Source: an optimization exercise on an open RTL-to-GDS flow (aim: small area, a short achievable clock period and few clock cycles per item). Production flows keep margins and buffers that such runs may drop. RTL that was checked went through simulation tests only; none was proved equivalent to the original. Power and IR drop assume default switching activity.

delta:
Design mesh_duplicate_filter_relay_unit, start of the top module:
module mesh_duplicate_filter_relay_unit #(
  parameter int unsigned ENTRIES = mdfr_pkg::ENTRIES_D
) (
  input  logic                        clk,
  input  logic                        rst,
  input  logic                        cfg_we,
  input  logic [mdfr_pkg::MAC_W-1:0]  cfg_wdata,    
  input  logic                        s_tvalid,
  output logic                        s_tready,
  input  logic [159:0]                s_tdata,      
  input  logic [7:0]                  s_tuser,      
  output logic                        m_tvalid,
  input  logic                        m_tready,
  output logic [7:0]                  m_tdata,      
  output logic [2:0]                  m_tuser       
);
Size: about 3,900 cells after synthesis, roughly 1,200 flip-flops, ~230 I/O pins, ~0.052 sq mm of cells after synthesis.
==> module mesh_duplicate_filter_relay_unit, before the edit <==
module mesh_duplicate_filter_relay_unit #(
  parameter int unsigned ENTRIES = mdfr_pkg::ENTRIES_D
) (
  input  logic                        clk,
  input  logic                        rst,
  input  logic                        cfg_we,
  input  logic [mdfr_pkg::MAC_W-1:0]  cfg_wdata,    
  input  logic                        s_tvalid,
  output logic                        s_tready,
  input  logic [159:0]                s_tdata,      
  input  logic [7:0]                  s_tuser,      
  output logic                        m_tvalid,
  input  logic                        m_tready,
  output logic [7:0]                  m_tdata,      
  output logic [2:0]                  m_tuser       
);
  localparam int unsigned NP = 4;           
  localparam int unsigned PW = MAC_W / NP;
  logic [MAC_W-1:0]   self_mac;
  logic               take;
  logic [NP-1:0]      own_p_in, tgt_p_in;
  logic               v2;          
  logic [NP-1:0]      own_p2, tgt_p2;
  logic               kind_b2, kind_t2;
  logic               own2, cand2;
  logic [ACT_W-1:0]   act_new2;    
  logic               dup, ins;
  logic [ENTRIES-1:0] live, live_ins;
  logic [OCC_W-1:0]   occ;
  logic [ACT_W-1:0]   act;
  logic [7:0]         out_data;
  assign take = s_tvalid && s_tready;
  always_comb begin
    for (int k = 0; k < NP; k++) begin
      own_p_in[k] = (s_tdata[k*PW +: PW] == self_mac[k*PW +: PW]);
      tgt_p_in[k] = (s_tdata[MAC_W + k*PW +: PW] == self_mac[k*PW +: PW]);
    end
  end
  always_ff @(posedge clk) begin
    if (rst) begin
      self_mac <= '0;
      v2       <= 1'b0;
    end else begin
      if (cfg_we) self_mac <= cfg_wdata;
      v2 <= take;
    end
  end
  always_ff @(posedge clk) begin
    own_p2  <= own_p_in;
    tgt_p2  <= tgt_p_in;
    kind_b2 <= (s_tuser == KIND_BCAST);
    kind_t2 <= (s_tuser == KIND_TARGETED);
  end
  assign own2  = &own_p2;
  assign cand2 = v2 && !own2;
  always_comb begin
    if (&tgt_p2)      act_new2 = ACT_DELIVER;
    else if (kind_b2) act_new2 = ACT_BCAST;
    else if (kind_t2) act_new2 = ACT_TARGETED;
    else              act_new2 = ACT_PASS;
  end
  mdfr_store #(.ENTRIES(ENTRIES)) u_store (
    .clk       (clk),
    .rst       (rst),
    .in_origin (s_tdata[47:0]),
    .in_id     (s_tdata[111:96]),
    .cand      (cand2),
    .dup       (dup),
    .ins       (ins),
    .live      (live),
    .live_ins  (live_ins)
  );
  logic [OCC_W-1:0] occ_old, occ_new;
  always_comb begin
    occ_old = '0;
    occ_new = '0;
    for (int i = 0; i < ENTRIES - 1; i++) begin
      if (live[i] && !live[i+1])         occ_old = OCC_W'(i + 1);
      if (live_ins[i] && !live_ins[i+1]) occ_new = OCC_W'(i + 1);
    end
    if (live[ENTRIES-1])     occ_old = OCC_W'(ENTRIES);
    if (live_ins[ENTRIES-1]) occ_new = OCC_W'(ENTRIES);
  end
  assign occ     = ins ? occ_new : occ_old;
  assign act     = own2 ? ACT_OWN : (dup ? ACT_DUP : act_new2);
  mdfr_ctrl #(.W(8)) u_ctrl (
    .clk       (clk),
    .rst       (rst),
    .take      (take),
    .push      (v2),
    .push_data ({act, occ}),
    .in_ready  (s_tready),
    .out_valid (m_tvalid),
    .out_ready (m_tready),
    .out_data  (out_data)
  );
  assign m_tuser = out_data[7:5];
  assign m_tdata = {3'b000, out_data[4:0]};
endmodule
export LEC_CHECK = 0
export ABC_AREA = 1
export CAP_MARGIN = 20
export CORE_MARGIN = 2
export CORE_UTILIZATION = 55
export CTS_BUF_LIST = sky130_fd_sc_hd__clkbuf_16
export CTS_CLUSTER_DIAMETER = 70
export CTS_CLUSTER_SIZE = 25
export HOLD_SLACK_MARGIN = 0
export SETUP_SLACK_MARGIN = 4.0
export SLEW_MARGIN = 20
export TNS_END_PERCENT = 0
create_clock -name core_clock -period 6.0 [get_ports {clk}]
standard.sh (not shown) runs the stock make flow with config.mk's settings and CLKGATE_MAP_FILE= SYNTH_SCRIPT=/design/flow/synth_recipe.tcl, a recipe that flattens the netlist after the stock synthesis.
==> flow/flow/run.sh <==
#!/bin/bash
# Standard ORFS layout with two changes: port buffers are the smallest plain buffer (the
# resizer still upsizes where timing needs it) and clock tree synthesis adds no dummy loads.
set -euo pipefail
export BUFFER_PORTS_ARGS="-buffer_cell sky130_fd_sc_hd__buf_1"
export CTS_ARGS="-sink_clustering_enable -repair_clock_nets -sink_clustering_size 25 -sink_clustering_max_diameter 70 -buf_list sky130_fd_sc_hd__clkbuf_16 -dont_use_dummy_load"
bash standard.sh finish > flow.log 2>&1
What lagoon does differently from delta at the input level:
==> flow/design.v, changed modules only <==
module mesh_duplicate_filter_relay_unit #(
  parameter int unsigned ENTRIES = mdfr_pkg::ENTRIES_D
) (
  input  logic                        clk,
  input  logic                        rst,
  input  logic                        cfg_we,
  input  logic [mdfr_pkg::MAC_W-1:0]  cfg_wdata,    
  input  logic                        s_tvalid,
  output logic                        s_tready,
  input  logic [159:0]                s_tdata,      
  input  logic [7:0]                  s_tuser,      
  output logic                        m_tvalid,
  input  logic                        m_tready,
  output logic [7:0]                  m_tdata,      
  output logic [2:0]                  m_tuser       
);
  logic [MAC_W-1:0]   self_mac;
  logic               take;
  logic               v2;          
  logic               cand2;       
  logic               own2;
  logic [ACT_W-1:0]   act_new2;    
  logic [ACT_W-1:0]   act_new_in;
  logic               own_in;
  logic               dup, ins;
  logic [ENTRIES-1:0] live, live_ins;
  logic [OCC_W-1:0]   occ;
  logic [ACT_W-1:0]   act;
  logic [7:0]         out_data;
  assign take   = s_tvalid && s_tready;
  assign own_in = (s_tdata[47:0] == self_mac);
  always_comb begin
    if (s_tdata[95:48] == self_mac)          act_new_in = ACT_DELIVER;
    else if (s_tuser == KIND_BCAST)          act_new_in = ACT_BCAST;
    else if (s_tuser == KIND_TARGETED)       act_new_in = ACT_TARGETED;
    else                                     act_new_in = ACT_PASS;
  end
  always_ff @(posedge clk) begin
    if (rst) begin
      self_mac <= '0;
      v2       <= 1'b0;
      cand2    <= 1'b0;
    end else begin
      if (cfg_we) self_mac <= cfg_wdata;
      v2    <= take;
      cand2 <= take && !own_in;
    end
  end
  always_ff @(posedge clk) begin
    own2     <= own_in;
    act_new2 <= act_new_in;
  end
  mdfr_store #(.ENTRIES(ENTRIES)) u_store (
    .clk       (clk),
    .rst       (rst),
    .in_origin (s_tdata[47:0]),
    .in_id     (s_tdata[111:96]),
    .cand      (cand2),
    .dup       (dup),
    .ins       (ins),
    .live      (live),
    .live_ins  (live_ins)
  );
  logic [OCC_W-1:0] occ_old, occ_new;
  always_comb begin
    occ_old = '0;
    occ_new = '0;
    for (int i = 0; i < ENTRIES - 1; i++) begin
      if (live[i] && !live[i+1])         occ_old = OCC_W'(i + 1);
      if (live_ins[i] && !live_ins[i+1]) occ_new = OCC_W'(i + 1);
    end
    if (live[ENTRIES-1])     occ_old = OCC_W'(ENTRIES);
    if (live_ins[ENTRIES-1]) occ_new = OCC_W'(ENTRIES);
  end
  assign occ     = ins ? occ_new : occ_old;
  assign act     = own2 ? ACT_OWN : (dup ? ACT_DUP : act_new2);
  mdfr_ctrl #(.W(8)) u_ctrl (
    .clk       (clk),
    .rst       (rst),
    .take      (take),
    .push      (v2),
    .push_data ({act, occ}),
    .in_ready  (s_tready),
    .out_valid (m_tvalid),
    .out_ready (m_tready),
    .out_data  (out_data)
  );
  assign m_tuser = out_data[7:5];
  assign m_tdata = {3'b000, out_data[4:0]};
endmodule
Findings:
- Diff delta -> lagoon: combinational gate power +about 28%; count of clock-buffer cells in the layout -2.9%; sum of met3 wire segment lengths after detailed routing +15%; sequential fraction of total cell area +0.77 points; starting utilization of the core area +0.42 points.
- lagoon improves on delta in clock network power.
- Going from delta to lagoon, setup slack went up 0.0045 ns, power consumption now sits higher.
- lagoon vs. delta: detailed-route vias per instance now smaller; layout overhead on the synthesized area has decreased.
Testbench counts of lagoon, summed over its fixed seeds: cycles 3,216, items 3,200.
No functional check of the RTL was part of delta.

[port drivers added, routing unchanged]
No port has a modelled driver above. Below, the same layouts with a new extraction and two added sets of constraints.
Step 1 assumes that a clkbuf_16 drives the clock port and a buf_2 every other input.
Step 2 times the ports against the registers' clock, not the clock port: input delays grow and output delays shrink by t, the midpoint of the rising clock arrivals with the driver on.
a / b / c = ideal / step 1 / step 2; a / b = the first two.
run | shift t [ns] | slack for setup (ns) | hold slack, ns
delta | 0.718 | 3.531 / 3.561 / 2.852 | 0.430 / 0.430 / 0.430
lagoon | 0.692 | 3.536 / 3.556 / 2.864 | 0.439 / 0.439 / 0.439
After both steps every run listed still meets setup and hold. The setup slack of delta, which loses most, moves by +0.030 ns with the drivers and by -0.679 ns with both steps.
